Background: an optimization exercise with open tools, aiming at small area, a short achievable clock period and few clock cycles per item. Do not read the settings as production practice.
The RTL was checked by simulation tests, not by an equivalence proof against the original design.

## aes128_iter_core
module aes128_iter_core #(
    parameter int unsigned ROUNDS_PER_CYCLE = 1
) (
    input  logic         clk,
    input  logic         rst_n,
    input  logic         in_valid,
    output logic         in_ready,
    input  logic [127:0] plaintext,
    input  logic [127:0] key,
    output logic         out_valid,
    input  logic         out_ready,
    output logic [127:0] ciphertext
);
Size: ~790 flip-flops, about 390 I/O pins.
export LEC_CHECK = 0
export CAP_MARGIN = 20
export CORE_MARGIN = 2
export CORE_UTILIZATION = 55
export PLACE_DENSITY = 0.75
export SETUP_SLACK_MARGIN = 3.1
export SLEW_MARGIN = 20
export SYNTH_HIERARCHICAL = 1
create_clock -name core_clock -period 6.5 [get_ports {clk}]
standard.sh (not shown) runs the stock make flow with config.mk's settings and CLKGATE_MAP_FILE= SYNTH_SCRIPT=/design/flow/synth_recipe.tcl, a recipe that flattens the netlist after the stock synthesis.
==> flow/flow/run.sh <==
#!/bin/bash
# Layout flow: the standard ORFS flow (standard.sh, unchanged synthesis), with the
# port buffers that placement inserts on every input and output made buf_2 cells
# instead of the default pick, and ORFS settings passed as make variables.
set -euo pipefail
cd "$(dirname "$0")/.."
bash standard.sh "BUFFER_PORTS_ARGS=-buffer_cell sky130_fd_sc_hd__buf_2" finish > standard_flow.log 2>&1
test -f out/final.def
The first run finished clean.
Testbench counts at the start, summed over its fixed seeds: cycles 16,024, items 1,600.
Edit:
==> flow/flow/run.sh (replaced) <==
#!/bin/bash
# Layout flow: the standard ORFS flow (standard.sh, unchanged synthesis), with the
# port buffers that placement inserts on every input and output made buf_1 cells
# instead of the default pick, and ORFS settings passed as make variables.
set -euo pipefail
cd "$(dirname "$0")/.."
bash standard.sh "BUFFER_PORTS_ARGS=-buffer_cell sky130_fd_sc_hd__buf_1" finish > standard_flow.log 2>&1
test -f out/final.def
Settings changed: CTS_CLUSTER_DIAMETER from default to 80, CTS_CLUSTER_SIZE from default to 24, SETUP_SLACK_MARGIN 3.1 to 2.8.
After rerunning:
- The new run completed with no timing, DRC or antenna violations
- clock-buffer cell count is lower by 81
- cell area is lower by 9.1%
- via count came out lower by 3.5%
Edit:
==> flow/flow/run.sh (replaced) <==
#!/bin/bash
# Layout flow: the standard ORFS flow (standard.sh, unchanged synthesis), with the
# port buffers that placement inserts on every input and output made buf_2 cells
# instead of the default pick, and ORFS settings passed as make variables.
set -euo pipefail
cd "$(dirname "$0")/.."
bash standard.sh "BUFFER_PORTS_ARGS=-buffer_cell sky130_fd_sc_hd__buf_2" finish > standard_flow.log 2>&1
test -f out/final.def
Settings changed: CTS_CLUSTER_DIAMETER 80 to 90, CTS_CLUSTER_SIZE 24 to 27, SETUP_SLACK_MARGIN 2.8 to 2.95.
What happened: Die area does not change. Wire length climbs by 1.5%. First-iteration DRC count climbs by 11%. Via count climbs by 0.69%. Non-clock buffer count is higher by 35. Hold slack is better by 14 ps. Global-route usage rises by 0.61 points. Area after synthesis stays the same. Final area is higher by 3.0%.
Edit:
Settings changed: SETUP_SLACK_MARGIN 2.95 to 3.1.
Result:
- The changed run produced a clean layout
- final area went up by 3.6%
- global-route usage climbs by 0.31 points
- wire length is higher by about 2%
- sequential share of layout area decreases by 0.86 points
- via count came out higher by 1.4%
- first-iteration DRC count grows by 0.42%
Edit:
Settings changed: CORE_UTILIZATION 55 to 65, CTS_CLUSTER_DIAMETER 90 to default, CTS_CLUSTER_SIZE 27 to default, PLACE_DENSITY 0.75 to 0.85, SETUP_SLACK_MARGIN 3.1 to 2.8.
What happened: Global-route usage increases by 5.5 points. Area after synthesis is unchanged.


aes128_iter_core again, from the RTL that the note above started with.
==> flow/config.mk <==
export PLATFORM = sky130hd
export DESIGN_NAME = aes128_iter_core
export DESIGN_NICKNAME = aes128_iter_core
export VERILOG_FILES = /design/flow/design.v
export SDC_FILE = /design/flow/constraint.sdc
export NUM_CORES = 4
export LEC_CHECK = 0
export CAP_MARGIN = 20
export CORE_MARGIN = 2
export CORE_UTILIZATION = 55
export PLACE_DENSITY = 0.75
export SETUP_SLACK_MARGIN = 2.8
export SLEW_MARGIN = 20
export SYNTH_HIERARCHICAL = 1
==> flow/constraint.sdc <==
create_clock -name core_clock -period 6.5 [get_ports {clk}]
set_input_delay 1.3000 -clock core_clock [delete_from_list [all_inputs] [get_ports {clk}]]
set_output_delay 1.3000 -clock core_clock [all_outputs]
set_load 0.01 [all_outputs]
==> flow/flow/run.sh <==
#!/bin/bash
# Layout flow: the standard ORFS flow (standard.sh, unchanged synthesis), with the
# port buffers that placement inserts on every input and output made buf_1 cells
# instead of the default pick, and ORFS settings passed as make variables.
set -euo pipefail
cd "$(dirname "$0")/.."
bash standard.sh "BUFFER_PORTS_ARGS=-buffer_cell sky130_fd_sc_hd__buf_1" finish > standard_flow.log 2>&1
test -f out/final.def
The starting point ran to the end with no violations.
Testbench counts at the start, summed over its fixed seeds: cycles 16,024, items 1,600.
Edit:
==> flow/flow/run.sh (replaced) <==
#!/bin/bash
# Layout flow: the standard ORFS flow (standard.sh, unchanged synthesis), with the
# port buffers that placement inserts on every input and output made buf_2 cells
# instead of the default pick, and ORFS settings passed as make variables.
set -euo pipefail
cd "$(dirname "$0")/.."
bash standard.sh "BUFFER_PORTS_ARGS=-buffer_cell sky130_fd_sc_hd__buf_2" finish > standard_flow.log 2>&1
test -f out/final.def
--- a/flow/config.mk
+++ b/flow/config.mk
@@ -10,5 +10,5 @@
 export CORE_UTILIZATION = 55
 export PLACE_DENSITY = 0.75
-export SETUP_SLACK_MARGIN = 2.8
+export SETUP_SLACK_MARGIN = 2.5
 export SLEW_MARGIN = 20
 export SYNTH_HIERARCHICAL = 1
=>
- The changed run finished clean
- count of clock-buffer cells in the layout is higher by 9
- via count is lower by 0.38%
- first-iteration DRC count went down by 5.6%
- utilization decreases by 0.40 points
- setup slack degrades by 0.13 ns
- hold slack is worse by 0.011 ns
- sequential cell count does not change
- fmax went down by 3.3%
- routed wire length is about the same
Edit:
--- a/flow/config.mk
+++ b/flow/config.mk
@@ -8,7 +8,9 @@
 export CAP_MARGIN = 20
 export CORE_MARGIN = 2
-export CORE_UTILIZATION = 55
-export PLACE_DENSITY = 0.75
-export SETUP_SLACK_MARGIN = 2.5
+export CORE_UTILIZATION = 50
+export CTS_CLUSTER_DIAMETER = 90
+export CTS_CLUSTER_SIZE = 27
+export PLACE_DENSITY = 0.7
+export SETUP_SLACK_MARGIN = 2.8
 export SLEW_MARGIN = 20
 export SYNTH_HIERARCHICAL = 1
The new run completed without violations.
Via count decreases by about 2%.
Critical path depth does not change.
Final area decreases by 0.74%.
Worst hold slack gains 0.0072 ns.
Edit:
--- a/flow/config.mk
+++ b/flow/config.mk
@@ -8,8 +8,6 @@
 export CAP_MARGIN = 20
 export CORE_MARGIN = 2
-export CORE_UTILIZATION = 50
-export CTS_CLUSTER_DIAMETER = 90
-export CTS_CLUSTER_SIZE = 27
-export PLACE_DENSITY = 0.7
+export CORE_UTILIZATION = 55
+export PLACE_DENSITY = 0.75
 export SETUP_SLACK_MARGIN = 2.8
 export SLEW_MARGIN = 20
=> The new run produced a clean layout. Clock skew fell by 0.015 ns. Non-clock buffer count came out lower by 7. Cell area climbs by a few percent.


aes128_iter_core again, from the RTL that the note above started with.
Design aes128_iter_core, start of the top module:
module aes128_iter_core #(
    parameter int unsigned ROUNDS_PER_CYCLE = 1
) (
    input  logic         clk,
    input  logic         rst_n,
    input  logic         in_valid,
    output logic         in_ready,
    input  logic [127:0] plaintext,
    input  logic [127:0] key,
    output logic         out_valid,
    input  logic         out_ready,
    output logic [127:0] ciphertext
);
    logic [127:0] a_s, a_k;         
    logic [127:0] b_u, b_k;         
    logic [111:0] b_m;              
    logic [15:0]  b_km;             
    logic [127:0] o_ct;             
    logic         o_v;
    logic         va, pa;           
    logic [3:0]   ra;               
    logic         vb, pb, lb;       
    logic [3:0]   rb;               
    logic         fa;               
    logic         fp;               
    logic [127:0] u;
    logic [111:0] m;
    logic [27:0]  km;
    logic [31:0]  w3a;
    aes_xor_bank #(.W(128)) u_ark (.a(a_s), .b(a_k), .y(u));
    for (genvar j = 0; j < 16; j++) begin : g_top
        aes_sbox_top u_st (.x(u[8*j +: 8]), .m(m[7*j +: 7]));
    end
    assign w3a = {a_k[23:0], a_k[31:24]};
    for (genvar j = 0; j < 4; j++) begin : g_ktop
        aes_sbox_top u_kt (.x(w3a[8*j +: 8]), .m(km[7*j +: 7]));
    end
    always_ff @(posedge clk) begin
        b_u  <= u;
        b_m  <= m;
        b_k  <= a_k;
        for (int j = 0; j < 4; j++) b_km[4*j +: 4] <= km[7*j + 3 +: 4];
    end
    logic [127:0] sub, shf, mc_n, kn_n, fin_ct_n;
    logic [31:0]  w3b, subrot;
    logic [31:0]  w0, w1, w2, w3, p0, p1, p2, p3;
    logic [7:0]   rcon;
    for (genvar j = 0; j < 16; j++) begin : g_bot
        aes_sbox_bot7 u_sb (.x(b_u[8*j +: 8]), .m(b_m[7*j +: 7]), .y(sub[8*j +: 8]));
    end
    always_comb begin
        for (int c = 0; c < 4; c++) begin
            for (int r = 0; r < 4; r++) begin
                shf[127-8*(4*c+r) -: 8] = sub[127-8*(4*((c+r)%4)+r) -: 8];
            end
        end
    end
    for (genvar c = 0; c < 4; c++) begin : g_mc
  ...
Settings: LEC_CHECK=0, CAP_MARGIN=20, CORE_MARGIN=2, CORE_UTILIZATION=55, CTS_CLUSTER_DIAMETER=90, CTS_CLUSTER_SIZE=27, PLACE_DENSITY=0.75, SETUP_SLACK_MARGIN=3.1, SLEW_MARGIN=20, SYNTH_HIERARCHICAL=1; clock period 6.5 ns.
==> flow/flow/run.sh <==
#!/bin/bash
# Layout flow: the standard ORFS flow (standard.sh, unchanged synthesis), with the
# port buffers that placement inserts on every input and output made buf_1 cells
# instead of the default pick, and ORFS settings passed as make variables.
set -euo pipefail
cd "$(dirname "$0")/.."
bash standard.sh "BUFFER_PORTS_ARGS=-buffer_cell sky130_fd_sc_hd__buf_1" finish > standard_flow.log 2>&1
test -f out/final.def
Testbench counts at the start, summed over its fixed seeds: cycles 16,024, items 1,600.
Edit:
==> flow/flow/run.sh (replaced) <==
#!/bin/bash
# Layout flow: the standard ORFS flow (standard.sh, unchanged synthesis), with the
# port buffers that placement inserts on every input and output made buf_2 cells
# instead of the default pick, and ORFS settings passed as make variables.
set -euo pipefail
cd "$(dirname "$0")/.."
bash standard.sh "BUFFER_PORTS_ARGS=-buffer_cell sky130_fd_sc_hd__buf_2" finish > standard_flow.log 2>&1
test -f out/final.def
Settings changed: SETUP_SLACK_MARGIN 3.1 to 2.7.
- setup slack gets worse by 390 ps
- final area decreases by a few percent
- area after synthesis does not change
- global-route usage hardly moves
- critical path depth decreases by 2
- core utilization decreases by 4.1 points
- via count decreases by a few percent
Edit:
Settings changed: CTS_CLUSTER_DIAMETER 90 to 100, CTS_CLUSTER_SIZE 27 to 30, SETUP_SLACK_MARGIN 2.7 to 2.8.
Effect:
- wire length increases slightly
- via count barely changes
- worst setup slack improved by 150 ps
- fmax rises by a few percent
- synthesized area does not change
- cell count stays flat
- clock-buffer cell count goes up by 1
- non-clock buffer count is higher by 10
- final area goes up slightly
- register-to-register slack improves by 150 ps
Edit:
==> flow/flow/run.sh (replaced) <==
#!/bin/bash
# Layout flow: the standard ORFS flow (standard.sh, unchanged synthesis), with the
# port buffers that placement inserts on every input and output made buf_1 cells
# instead of the default pick, and ORFS settings passed as make variables.
set -euo pipefail
cd "$(dirname "$0")/.."
bash standard.sh "BUFFER_PORTS_ARGS=-buffer_cell sky130_fd_sc_hd__buf_1" finish > standard_flow.log 2>&1
test -f out/final.def
Settings changed: CTS_CLUSTER_DIAMETER 100 to 90, CTS_CLUSTER_SIZE 30 to 27, SETUP_SLACK_MARGIN 2.8 to 2.95.
The changed run passed the timing, DRC and antenna checks.
Worst setup slack improves by 100 ps.
Hold slack hardly moves.
Via count is higher slightly.
Cell area is higher slightly.
Edit:
==> flow/flow/run.sh (replaced) <==
#!/bin/bash
# Layout flow: the standard ORFS flow (standard.sh, unchanged synthesis), with the
# port buffers that placement inserts on every input and output made buf_2 cells
# instead of the default pick, and ORFS settings passed as make variables.
set -euo pipefail
cd "$(dirname "$0")/.."
bash standard.sh "BUFFER_PORTS_ARGS=-buffer_cell sky130_fd_sc_hd__buf_2" finish > standard_flow.log 2>&1
test -f out/final.def
Settings changed: GPL_ROUTABILITY_DRIVEN from default to 0, SETUP_SLACK_MARGIN 2.95 to 2.8.
The changed run went through all stages and came out clean.
Cell area is lower slightly.
Via count decreases slightly.
Sequential cell count stays the same.
Clock skew is about the same.
Die area stays the same.
Worst hold slack improves by 3.7 ps.
Routed wire length decreases slightly.
First-iteration DRC count rose by a few percent.

[re-timing with driven ports]
In the flow no input, the clock included, has a driving cell. The finished layouts below were timed again as built, in two steps.
Step 1 assumes that a clkbuf_16 drives the clock port and a buf_2 every other input.
Step 2 also shifts input and output timing later by t, the mid clock arrival at the registers, as if the neighbouring blocks saw the same clock.
Three values: ideal ports, drivers, drivers and shift; two values: the first two.
run | t, ns | slack for setup (ns) | slew at the worst register clock pin (ns) | worst data-port slew with drivers (ns) | cell pins on the clock port's net
the first run of note 1 | 0.738 | 3.002 / 3.002 / 3.002 | 0.07 / 0.07 | 0.10 | 1
the second run of note 1 | 0.709 | 2.697 / 2.697 / 2.697 | 0.10 / 0.10 | 0.11 | 1
the third run of note 1 | 0.685 | 2.978 / 2.978 / 2.978 | 0.11 / 0.11 | 0.10 | 1
the fourth run of note 1 | 0.691 | 3.068 / 3.068 / 3.068 | 0.11 / 0.11 | 0.10 | 1
the fifth run of note 1 | 0.714 | 2.715 / 2.715 / 2.704 | 0.06 / 0.06 | 0.11 | 1
the first run of note 2 | 0.732 | 2.731 / 2.731 / 2.731 | 0.07 / 0.07 | 0.10 | 1
the second run of note 2 | 0.738 | 2.604 / 2.604 / 2.604 | 0.06 / 0.06 | 0.09 | 1
the third run of note 2 | 0.735 | 2.821 / 2.821 / 2.821 | 0.11 / 0.11 | 0.12 | 1
the fourth run of note 2 | 0.736 | 2.813 / 2.813 / 2.813 | 0.07 / 0.07 | 0.10 | 1
the first run of note 3 | 0.693 | 3.076 / 3.076 / 2.799 | 0.11 / 0.11 | 0.12 | 1
the second run of note 3 | 0.689 | 2.682 / 2.682 / 2.682 | 0.11 / 0.11 | 0.09 | 1
the third run of note 3 | 0.690 | 2.827 / 2.827 / 2.827 | 0.12 / 0.12 | 0.11 | 1
the fourth run of note 3 | 0.695 | 2.931 / 2.931 / 2.809 | 0.11 / 0.11 | 0.12 | 1
the fifth run of note 3 | 0.688 | 2.785 / 2.785 / 2.785 | 0.11 / 0.11 | 0.10 | 1
After both steps setup and hold are still met in every run listed. For the first run of note 3, which loses most, drivers alone change the setup slack by 0.000 ns; drivers and shift together by -0.277 ns.
